Background: an optimization exercise with open tools, aiming at small area. Do not read the settings as production practice.
Only simulation tests tie the RTL to the original design; equivalence was not proved.
No activity file was given, so power comes from the tool's default toggle rates.

<file path="design/flow/run.sh">
#!/bin/bash
# synth_recipe.tcl (not shown) runs the flow's synth.tcl, then flattens the netlist and writes it again
# the make line also repeats each setting of config.mk as NAME=value (left out here)
make -C /OpenROAD-flow-scripts/flow DESIGN_CONFIG=/design/flow/config.mk WORK_HOME=/design/flow/orfs CLKGATE_MAP_FILE= SYNTH_SCRIPT=/design/flow/synth_recipe.tcl finish
</file>
<file path="design/flow/constraint.sdc">
create_clock -name core_clock -period 10.0 [get_ports {clock}]
set_input_delay 2.0000 -clock core_clock [delete_from_list [all_inputs] [get_ports {clock}]]
set_output_delay 2.0000 -clock core_clock [all_outputs]
set_load 0.01 [all_outputs]
</file>
<file path="design/flow/config.mk">
export PLATFORM = sky130hd
export DESIGN_NAME = parking_lot_top
export DESIGN_NICKNAME = parking_lot_top
export VERILOG_FILES = /design/flow/design.v
export SDC_FILE = /design/flow/constraint.sdc
export NUM_CORES = 4
export LEC_CHECK = 0
export CAP_MARGIN = 20
export CORE_MARGIN = 2
export CORE_UTILIZATION = 40
export SLEW_MARGIN = 20
</file>
<file path="design/flow/design.v">
package parking_pkg;
	typedef logic [15:0] plate_t;
	typedef logic [2:0] floor_t;  
	typedef logic [7:0] fee_t;
	typedef enum logic {
		order_park,
		order_retrieve
	} order_kind_t;
	typedef enum logic [2:0] {
		st_idle,         
		st_plate_swap,   
		st_load,         
		st_travel_out,
		st_store,        
		st_pickup,       
		st_travel_home
	} elevator_state_t;
	localparam int NUM_FLOORS = 7;
	localparam int QUEUE_DEPTH = 8;
	localparam logic [3:0] CLASS_HANDICAPPED = 4'b1001;
	localparam logic [3:0] CLASS_HYBRID = 4'b1000;
	localparam fee_t FEE_MAX = 8'd255;
endpackage
`timescale 1ns/100ps
module order_queue (
	input logic clock,
	input logic reset,
	input logic park_req,
	input logic retrieve_req,
	input parking_pkg::plate_t order_plate,
	input logic order_take,
	output logic order_valid,
	output parking_pkg::order_kind_t order_kind,
	output parking_pkg::plate_t order_plate_q,
	output logic order_dropped
);
	parking_pkg::plate_t plate_mem [0:parking_pkg::QUEUE_DEPTH-1];
	logic kind_mem [0:parking_pkg::QUEUE_DEPTH-1];
	logic [$clog2(parking_pkg::QUEUE_DEPTH)-1:0] rd_ptr;
	logic [$clog2(parking_pkg::QUEUE_DEPTH)-1:0] wr_ptr;
	logic [$clog2(parking_pkg::QUEUE_DEPTH):0] count;
	logic strobe;
	logic full;
	logic push;
	logic pop;
	assign strobe = park_req || retrieve_req;
	assign full = (count == parking_pkg::QUEUE_DEPTH);
	assign push = strobe && !full;
	assign pop = order_take && order_valid;
	assign order_valid = (count != '0);
	assign order_kind = parking_pkg::order_kind_t'(kind_mem[rd_ptr]);
	assign order_plate_q = plate_mem[rd_ptr];
	always_ff @(posedge clock) begin
		if (push) begin
			plate_mem[wr_ptr] <= order_plate;
			kind_mem[wr_ptr] <= retrieve_req ? parking_pkg::order_retrieve
				: parking_pkg::order_park;
		end
	end
	always_ff @(posedge clock or posedge reset) begin
		if (reset) begin
			rd_ptr <= '0;
			wr_ptr <= '0;
			count <= '0;
			order_dropped <= 1'b0;
		end else begin
			order_dropped <= strobe && full;  
			if (push)
				wr_ptr <= wr_ptr + 1'b1;  
			if (pop)
				rd_ptr <= rd_ptr + 1'b1;
			if (push && !pop)
				count <= count + 1'b1;
			else if (pop && !push)
				count <= count - 1'b1;
		end
	end
endmodule
`timescale 1ns/100ps
module fee_meter (
	input logic clock,
	input logic reset,
	input logic occupied,
	input logic start,
	input logic [3:0] car_class,
	output parking_pkg::fee_t fee
);
	logic [1:0] rate;
	logic [8:0] sum;
	always_comb begin
		if (car_class == parking_pkg::CLASS_HANDICAPPED)
			rate = 2'd0;
		else if (car_class == parking_pkg::CLASS_HYBRID)
			rate = 2'd1;
		else
			rate = 2'd2;
	end
	assign sum = {1'b0, fee} + {7'b0, rate};  
	always_ff @(posedge clock or posedge reset) begin
		if (reset) begin
			fee <= '0;
		end else if (start) begin
			fee <= {6'b0, rate};  
		end else if (occupied) begin
			if (sum > {1'b0, parking_pkg::FEE_MAX})
				fee <= parking_pkg::FEE_MAX;
			else
				fee <= sum[7:0];
		end
	end
endmodule
`timescale 1ns/100ps
module slot_table (
	input logic clock,
	input logic reset,
	input logic store_strobe,
	input parking_pkg::plate_t store_plate,
	input logic clear_strobe,
	input parking_pkg::floor_t spot_floor,
	input logic spot_place,
	input parking_pkg::plate_t query_plate,
	output parking_pkg::floor_t free_floor,
	output logic free_place,
	output logic free_found,
	output parking_pkg::floor_t hit_floor,
	output logic hit_place,
	output logic hit_found,
	output parking_pkg::fee_t spot_fee,
	output logic full_sedan,
	output logic full_suv
);
	parking_pkg::plate_t spots [1:parking_pkg::NUM_FLOORS][2];
	parking_pkg::fee_t fees [1:parking_pkg::NUM_FLOORS][2];
	logic suv_query;
	assign suv_query = query_plate[0];
	always_ff @(posedge clock or posedge reset) begin
		if (reset) begin
			for (int f = 1; f <= parking_pkg::NUM_FLOORS; f++) begin
				spots[f][0] <= '0;
				spots[f][1] <= '0;
			end
		end else if (store_strobe || clear_strobe) begin
			for (int f = 1; f <= parking_pkg::NUM_FLOORS; f++) begin
				if (spot_floor == parking_pkg::floor_t'(f))
					spots[f][spot_place] <= store_strobe ? store_plate : '0;
			end
		end
	end
	always_comb begin
		full_sedan = 1'b1;
		full_suv = 1'b1;
		for (int f = 1; f <= parking_pkg::NUM_FLOORS; f++) begin
			if (f % 2 == 0)
				full_sedan = full_sedan && (spots[f][0] != '0) && (spots[f][1] != '0);
			else
				full_suv = full_suv && (spots[f][0] != '0) && (spots[f][1] != '0);
		end
	end
	always_comb begin
		logic allowed;
		free_found = 1'b0;
		free_floor = '0;
		free_place = 1'b0;
		for (int f = 1; f <= parking_pkg::NUM_FLOORS; f++) begin
			allowed = (f % 2 == 1) ? (suv_query || full_sedan) : !suv_query;
			if (allowed && !free_found && (spots[f][0] == '0 || spots[f][1] == '0)) begin
				free_found = 1'b1;
				free_floor = parking_pkg::floor_t'(f);
				free_place = (spots[f][0] != '0);  
			end
		end
	end
	always_comb begin
		hit_found = 1'b0;
		hit_floor = '0;
		hit_place = 1'b0;
		spot_fee = '0;
		for (int f = 1; f <= parking_pkg::NUM_FLOORS; f++) begin
			for (int p = 0; p < 2; p++) begin
				if (!hit_found && spots[f][p] != '0 && spots[f][p] == query_plate) begin
					hit_found = 1'b1;
					hit_floor = parking_pkg::floor_t'(f);
					hit_place = (p == 1);
				end
				if (spot_floor == parking_pkg::floor_t'(f) && spot_place == (p == 1))
					spot_fee = fees[f][p];
			end
		end
	end
	for (genvar f = 1; f <= parking_pkg::NUM_FLOORS; f++) begin : g_floor
		for (genvar p = 0; p < 2; p++) begin : g_place
			logic meter_start;
			assign meter_start = store_strobe && spot_floor == parking_pkg::floor_t'(f)
				&& spot_place == (p == 1);
			fee_meter meter_i (
				.clock(clock),
				.reset(reset),
				.occupied(spots[f][p] != '0),
				.start(meter_start),
				.car_class(meter_start ? store_plate[15:12] : spots[f][p][15:12]),  
				.fee(fees[f][p])
			);
		end
	end
endmodule
`timescale 1ns/100ps
module elevator_controller (
	input logic clock,
	input logic reset,
	input logic order_valid,
	input parking_pkg::order_kind_t order_kind,
	input parking_pkg::plate_t order_plate_q,
	input parking_pkg::floor_t free_floor,
	input logic free_place,
	input logic free_found,
	input parking_pkg::floor_t hit_floor,
	input logic hit_place,
	input logic hit_found,
	input parking_pkg::fee_t spot_fee,
	output logic order_take,
	output parking_pkg::plate_t query_plate,
	output logic store_strobe,
	output parking_pkg::plate_t store_plate,
	output logic clear_strobe,
	output parking_pkg::floor_t spot_floor,
	output logic spot_place,
	output parking_pkg::floor_t current_floor,
	output logic plate_type,
	output logic park_done,
	output logic car_out,
	output parking_pkg::plate_t car_out_plate,
	output parking_pkg::fee_t fee,
	output logic order_rejected
);
	parking_pkg::elevator_state_t state;
	parking_pkg::elevator_state_t state_next;
	parking_pkg::order_kind_t kind_r;  
	parking_pkg::plate_t plate_r;
	logic swap_needed;
	logic load_reject;
	logic arriving_home;
	assign swap_needed = (order_plate_q[0] != plate_type);
	assign load_reject = (plate_r == '0) || !free_found;
	assign query_plate = (state == parking_pkg::st_idle) ? order_plate_q : plate_r;
	assign order_take = (state == parking_pkg::st_idle) && order_valid;
	assign store_strobe = (state == parking_pkg::st_store);
	assign clear_strobe = (state == parking_pkg::st_pickup);
	assign store_plate = plate_r;
	assign park_done = (state == parking_pkg::st_store);
	assign car_out_plate = plate_r;
	assign order_rejected = (order_take && order_kind == parking_pkg::order_retrieve && !hit_found)
		|| (state == parking_pkg::st_load && load_reject);
	assign arriving_home = (current_floor == 3'd1)
		&& (state == parking_pkg::st_pickup
		|| (state == parking_pkg::st_travel_home && kind_r == parking_pkg::order_retrieve));
	always_comb begin
		state_next = state;
		case (state)
			parking_pkg::st_idle: begin
				if (order_valid) begin
					if (order_kind == parking_pkg::order_park)
						state_next = swap_needed ? parking_pkg::st_plate_swap : parking_pkg::st_load;
					else if (hit_found)
						state_next = swap_needed ? parking_pkg::st_plate_swap
							: parking_pkg::st_travel_out;
				end
			end
			parking_pkg::st_plate_swap: begin
				state_next = (kind_r == parking_pkg::order_park) ? parking_pkg::st_load
					: parking_pkg::st_travel_out;
			end
			parking_pkg::st_load:
				state_next = load_reject ? parking_pkg::st_idle : parking_pkg::st_travel_out;
			parking_pkg::st_travel_out: begin
				if (parking_pkg::floor_t'(current_floor + 3'd1) == spot_floor)
					state_next = (kind_r == parking_pkg::order_park) ? parking_pkg::st_store
						: parking_pkg::st_pickup;
			end
			parking_pkg::st_store, parking_pkg::st_pickup:
				state_next = (current_floor == 3'd1) ? parking_pkg::st_idle
					: parking_pkg::st_travel_home;
			parking_pkg::st_travel_home: begin
				if (current_floor == 3'd1)
					state_next = parking_pkg::st_idle;
			end
			default: state_next = parking_pkg::st_idle;
		endcase
	end
	always_ff @(posedge clock or posedge reset) begin
		if (reset) begin
			state <= parking_pkg::st_idle;
			current_floor <= '0;
			plate_type <= 1'b0;  
			car_out <= 1'b0;
			fee <= '0;
		end else begin
			state <= state_next;
			car_out <= arriving_home;
			case (state)
				parking_pkg::st_plate_swap: plate_type <= !plate_type;
				parking_pkg::st_travel_out: current_floor <= current_floor + 3'd1;
				parking_pkg::st_store, parking_pkg::st_travel_home:
					current_floor <= current_floor - 3'd1;  
				parking_pkg::st_pickup: begin
					current_floor <= current_floor - 3'd1;
					fee <= spot_fee;  
				end
				default: ;
			endcase
		end
	end
	always_ff @(posedge clock) begin
		if (order_take) begin
			plate_r <= order_plate_q;
			kind_r <= order_kind;
			spot_floor <= hit_floor;  
			spot_place <= hit_place;
		end else if (state == parking_pkg::st_load) begin
			spot_floor <= free_floor;
			spot_place <= free_place;
		end
	end
endmodule
`timescale 1ns/100ps
module parking_lot_top (
	input logic clock,
	input logic reset,
	input logic park_req,
	input logic retrieve_req,
	input parking_pkg::plate_t order_plate,
	output parking_pkg::floor_t current_floor,
	output logic plate_type,
	output logic park_done,
	output parking_pkg::floor_t park_floor,
	output logic park_place,
	output logic car_out,
	output parking_pkg::plate_t car_out_plate,
	output parking_pkg::fee_t fee,
	output logic order_rejected,
	output logic order_dropped,
	output logic full_sedan,
	output logic full_suv
);
	logic order_valid;
	logic order_take;
	parking_pkg::order_kind_t order_kind;
	parking_pkg::plate_t order_plate_q;
	parking_pkg::plate_t query_plate;
	parking_pkg::plate_t store_plate;
	logic store_strobe;
	logic clear_strobe;
	parking_pkg::floor_t free_floor;
	logic free_place;
	logic free_found;
	parking_pkg::floor_t hit_floor;
	logic hit_place;
	logic hit_found;
	parking_pkg::fee_t spot_fee;
	order_queue queue_i (
		.clock(clock),
		.reset(reset),
		.park_req(park_req),
		.retrieve_req(retrieve_req),
		.order_plate(order_plate),
		.order_take(order_take),
		.order_valid(order_valid),
		.order_kind(order_kind),
		.order_plate_q(order_plate_q),
		.order_dropped(order_dropped)
	);
	elevator_controller controller_i (
		.clock(clock),
		.reset(reset),
		.order_valid(order_valid),
		.order_kind(order_kind),
		.order_plate_q(order_plate_q),
		.free_floor(free_floor),
		.free_place(free_place),
		.free_found(free_found),
		.hit_floor(hit_floor),
		.hit_place(hit_place),
		.hit_found(hit_found),
		.spot_fee(spot_fee),
		.order_take(order_take),
		.query_plate(query_plate),
		.store_strobe(store_strobe),
		.store_plate(store_plate),
		.clear_strobe(clear_strobe),
		.spot_floor(park_floor),
		.spot_place(park_place),
		.current_floor(current_floor),
		.plate_type(plate_type),
		.park_done(park_done),
		.car_out(car_out),
		.car_out_plate(car_out_plate),
		.fee(fee),
		.order_rejected(order_rejected)
	);
	slot_table slots_i (
		.clock(clock),
		.reset(reset),
		.store_strobe(store_strobe),
		.store_plate(store_plate),
		.clear_strobe(clear_strobe),
		.spot_floor(park_floor),
		.spot_place(park_place),
		.query_plate(query_plate),
		.free_floor(free_floor),
		.free_place(free_place),
		.free_found(free_found),
		.hit_floor(hit_floor),
		.hit_place(hit_place),
		.hit_found(hit_found),
		.spot_fee(spot_fee),
		.full_sedan(full_sedan),
		.full_suv(full_suv)
	);
endmodule
</file>
==> results_dict.tcl <==
set metrics [dict create \
    outcome "finished clean" \
    die_w_um 270 \
    cts.sinks 520 \
    powerDensity_nw_per_um2 400 \
    grt_max_degree 170 \
    clockPowerShare_pct 17.9 \
    gp_congestion 0.975 \
    htreeDepth 2 \
    hold_viol_final 0 \
    period_needed_ps 7850 \
    synth_adder_area_share_pct 2.65 \
    cp.arrival_ps 5850 \
    hpwl_mm 73.4 \
    total_leakage_power_uw 0.0128 \
    clk_pin_slew_ps 60 \
    synthXorXnorAreaFrac_pct 7.61 \
    crit_fanout 41 \
    synth.area.mux_share_pct 3.34 \
    setup_viol 0 \
    synth_compound_area_share_pct 17.6 \
    cts.path.max_buffers 3 \
    synth_area_leaders "dfrtp_1 32%, edfxtp_1 17%, xnor2_1 4.2%" \
    diodes 0 \
    synth_top_family_by_area "compound AO/OA/AOI/OAI gates" \
    rows 97 \
    grt_pass1_vias 22900 \
    p_int_uw 6690 \
    synth-simple-area-share_pct 16.8 \
    rsz0062_at_grt "no" \
    fmax_ghz 0.127 \
    post_cts_buffers 0 \
    synth-seq-cells 520 \
    dpl_cell_area_um2 29800 \
    io_buffers 57 \
    multi_input_area_um2 13700 \
    synth.top_cell.area_share_pct 32.1 \
    antenna_left 0 \
    drcViolationCount 0 \
    nNetsFinal 2867 \
    p_comb_share_pct 50.8 \
    ctsResizeCount 0 \
    antenna_found_initial 3 \
    fp.dieH_um 270 \
    areaGrowthSynthToFinish_pct 12.7 \
    cts_tree "yes" \
    grt_pass1_wl_mm 153 \
    switching_power_uw 6070 \
    postSynthAreaPerCell_um2 10.2 \
    finalInstanceArea_um2 31900 \
    seqCellArea_um2 13800 \
    wl_per_cell_um 27.5 \
    worstMarginPinSlew_ps 1110 \
    numCtsBuffers 57 \
    vias 23800 \
    vias_per_cell 6.29 \
    p_sw_share_pct 47.6 \
    root_buffer "clkbuf_16" \
    first_pass_iters 6 \
    ys_top_cells_by_count "363 x dfrtp_1, 310 x nand2_1, 204 x o21ai_0, 157 x edfxtp_1, 148 x nor2_1" \
    skew_ps 22.7 \
    crit_required_ps 8000 \
    async_flop_share_pct 69.8 \
    hold_buffers 0 \
    pwr-share-seq_pct 31.2 \
    yosys.area.top_type "dfrtp_1" \
    crit_type "reg -> out" \
    synth-edff-count 157 \
    yosysSeqAreaShare_pct 48.7 \
    gr-total-overflow 0 \
    ir_drop_v 0.000184 \
    yosysMostFrequentCell "dfrtp_1" \
    yosysWarnings 7 \
    min_period_over_period_pct 78.5 \
    fin_setup_tns_ps 0 \
    netlist_area_um2 28300 \
    clk_latency_ps 630 \
    syn_nets 2859 \
    slew_headroom_pct 25.7 \
    maxSlewViolCount 0 \
    globalRouteTotalUtil_pct 27.9 \
    synthCells 2788 \
    cp-end-kind "output pin" \
    ys_types 85 \
    drive_above_1_share_pct 7.53 \
    cap_violations 0 \
    fillers 6508 \
    coreArea_um2 70000 \
    pin_count 58 \
    wirelength_mm 104 \
    die_area_um2 72900 \
    start_util_pct 40.4 \
    startpoint_type "flop" \
    ys.flop_type "dfrtp_1" \
    drt-initial-drc-count 2885 \
    hold_path_class "reg -> reg" \
]
critical path: stages (launching register included):
cell and delay, ps:
dfrtp_4 880, buf_4 510, mux2_2 380, o22ai_1 320
o31a_1 790, a2111oi_0 240, and4_1 220, a22oi_1 450
nand3b_1 210, nand4b_1 360, o22ai_1 240, clkdlybuf4s50_1 580
through the flow:
stage / util, % / cells / power [uW] / setup slack, ps / hold slack (ps)
6_report: 45.6 / 3782 / 12800 / 2150 / 474
5_1_grt: 45.6 / 3782 / 13400 / 1960 / 506
4_1_cts: 45.5 / 3781 / 12600 / 2270 / 482
3_5_place_dp: 42.6 / 3676 / 10300 / 2970 / 470
3_3_place_gp: 42.6 / 3676 / 10100 / 3030 / 464
2_1_floorplan: - / 2788 / 7860 / 3130 / 468
layout make-up:
class,instances,share of cell area [%]
Clock buffer,81,5.32
Tap cell,940,3.69
Multi-Input combinational cell,2052,42.8
Clock inverter,24,1.09
Inverter,48,0.576
Sequential cell,520,43.3
Timing Repair Buffer,117,3.30
routing by layer:
metal  vias up  GRT usage [%]  wire length (um)
met4         0           13.5              5490
met3       318           4.76              8270
met2      1311           43.7             46700
li1      10400              -                 -
met1     11800           37.7             43500
met5         -              0                 0
cells in the final DEF, fill, tap and decap left out, types with 73 or more instances in the layout:
master and instances:
xnor2_1 136, nor2_1 147, a22oi_1 83, nor4_1 95, nor3_1 73, o21ai_0 204
a22o_1 117, edfxtp_1 157, a21oi_1 90, xor2_1 110, dfrtp_1 362, nand2_1 310
mux2i_1 75
worst paths after layout:
check                               startpoint                                      endpoint  slack [ps]  cells past startpoint
hold reg to reg            controller_i.fee[6]                           controller_i.fee[6]         470                      2
hold / removal             controller_i.fee[6]                           controller_i.fee[6]         470                      2
setup / recovery             queue_i.rd_ptr[0]                                order_rejected        2150                     11
max in group asynchronous                reset                             queue_i.rd_ptr[0]        6610                      4
min in group asynchronous                reset  slots_i.g_floor[6].g_place[1].meter_i.fee[5]        1950                      3
setup reg to reg             queue_i.rd_ptr[0]                       controller_i.spot_place        4800                     12
kinds of logic after synthesis:
group / count (synthesis)
AOI/OAI and AO/OA: 721
muxes: 90
and+or+nand+nor: 944
buffers and inverters: 216
adders and majority gates: 51
DFF: 520
xor gates and xnor gates: 246
power by group through the flow:
stage / sequential [uW] / combinational [uW] / clock [uW]
3_5_place_dp: 3970 / 6290 / 0
2_1_floorplan: 3520 / 4340 / 0
4_1_cts: 3940 / 6330 / 2320
6_report: 3990 / 6490 / 2290
3_3_place_gp: 3950 / 6150 / 0
5_1_grt: 4050 / 6940 / 2400
flip-flops by register name, indices dropped and copies added (netlist names):
| name | flops |
|---|---|
| queue_i.count | 4 |
| slots_i.g_floor.g_place.meter_i.fee | 112 |
| controller_i.spot_floor | 3 |
| controller_i.current_floor | 3 |
| controller_i.plate_type | 1 |
| controller_i.car_out | 1 |
| controller_i.plate_r | 16 |
| queue_i.plate_mem | 128 |
| queue_i.wr_ptr | 3 |
| queue_i.rd_ptr | 3 |
| slots_i.spots | 224 |
| queue_i.kind_mem | 8 |
| controller_i.spot_place | 1 |
| queue_i.order_dropped | 1 |
| controller_i.fee | 8 |
| controller_i.state | 3 |
| controller_i.kind_r | 1 |

## re-timing with driven ports
The flow's constraints put no driver on any port. The routed layout listed below was extracted and timed again, unchanged, in two steps.
Step 1, drivers: a clkbuf_16 drives clock and a buf_2 each remaining input, both assumed.
Step 2 also shifts input and output timing later by t, the mid clock arrival at the registers, as if the neighbouring blocks saw the same clock.
a / b / c = ideal ports / drivers / drivers and shift; a / b = the first two.
shift t [ns]: 0.682
slack for setup (ns): 2.151 / 2.088 / 2.770
slew at the worst register clock pin (ns): 0.08 / 0.08
worst data-port slew with drivers (ns): 0.08
cell pins on the clock port's net: 1
After both steps setup and hold are still met in this run. The setup slack of this run moves by -0.063 ns with the drivers and by +0.619 ns with both steps.
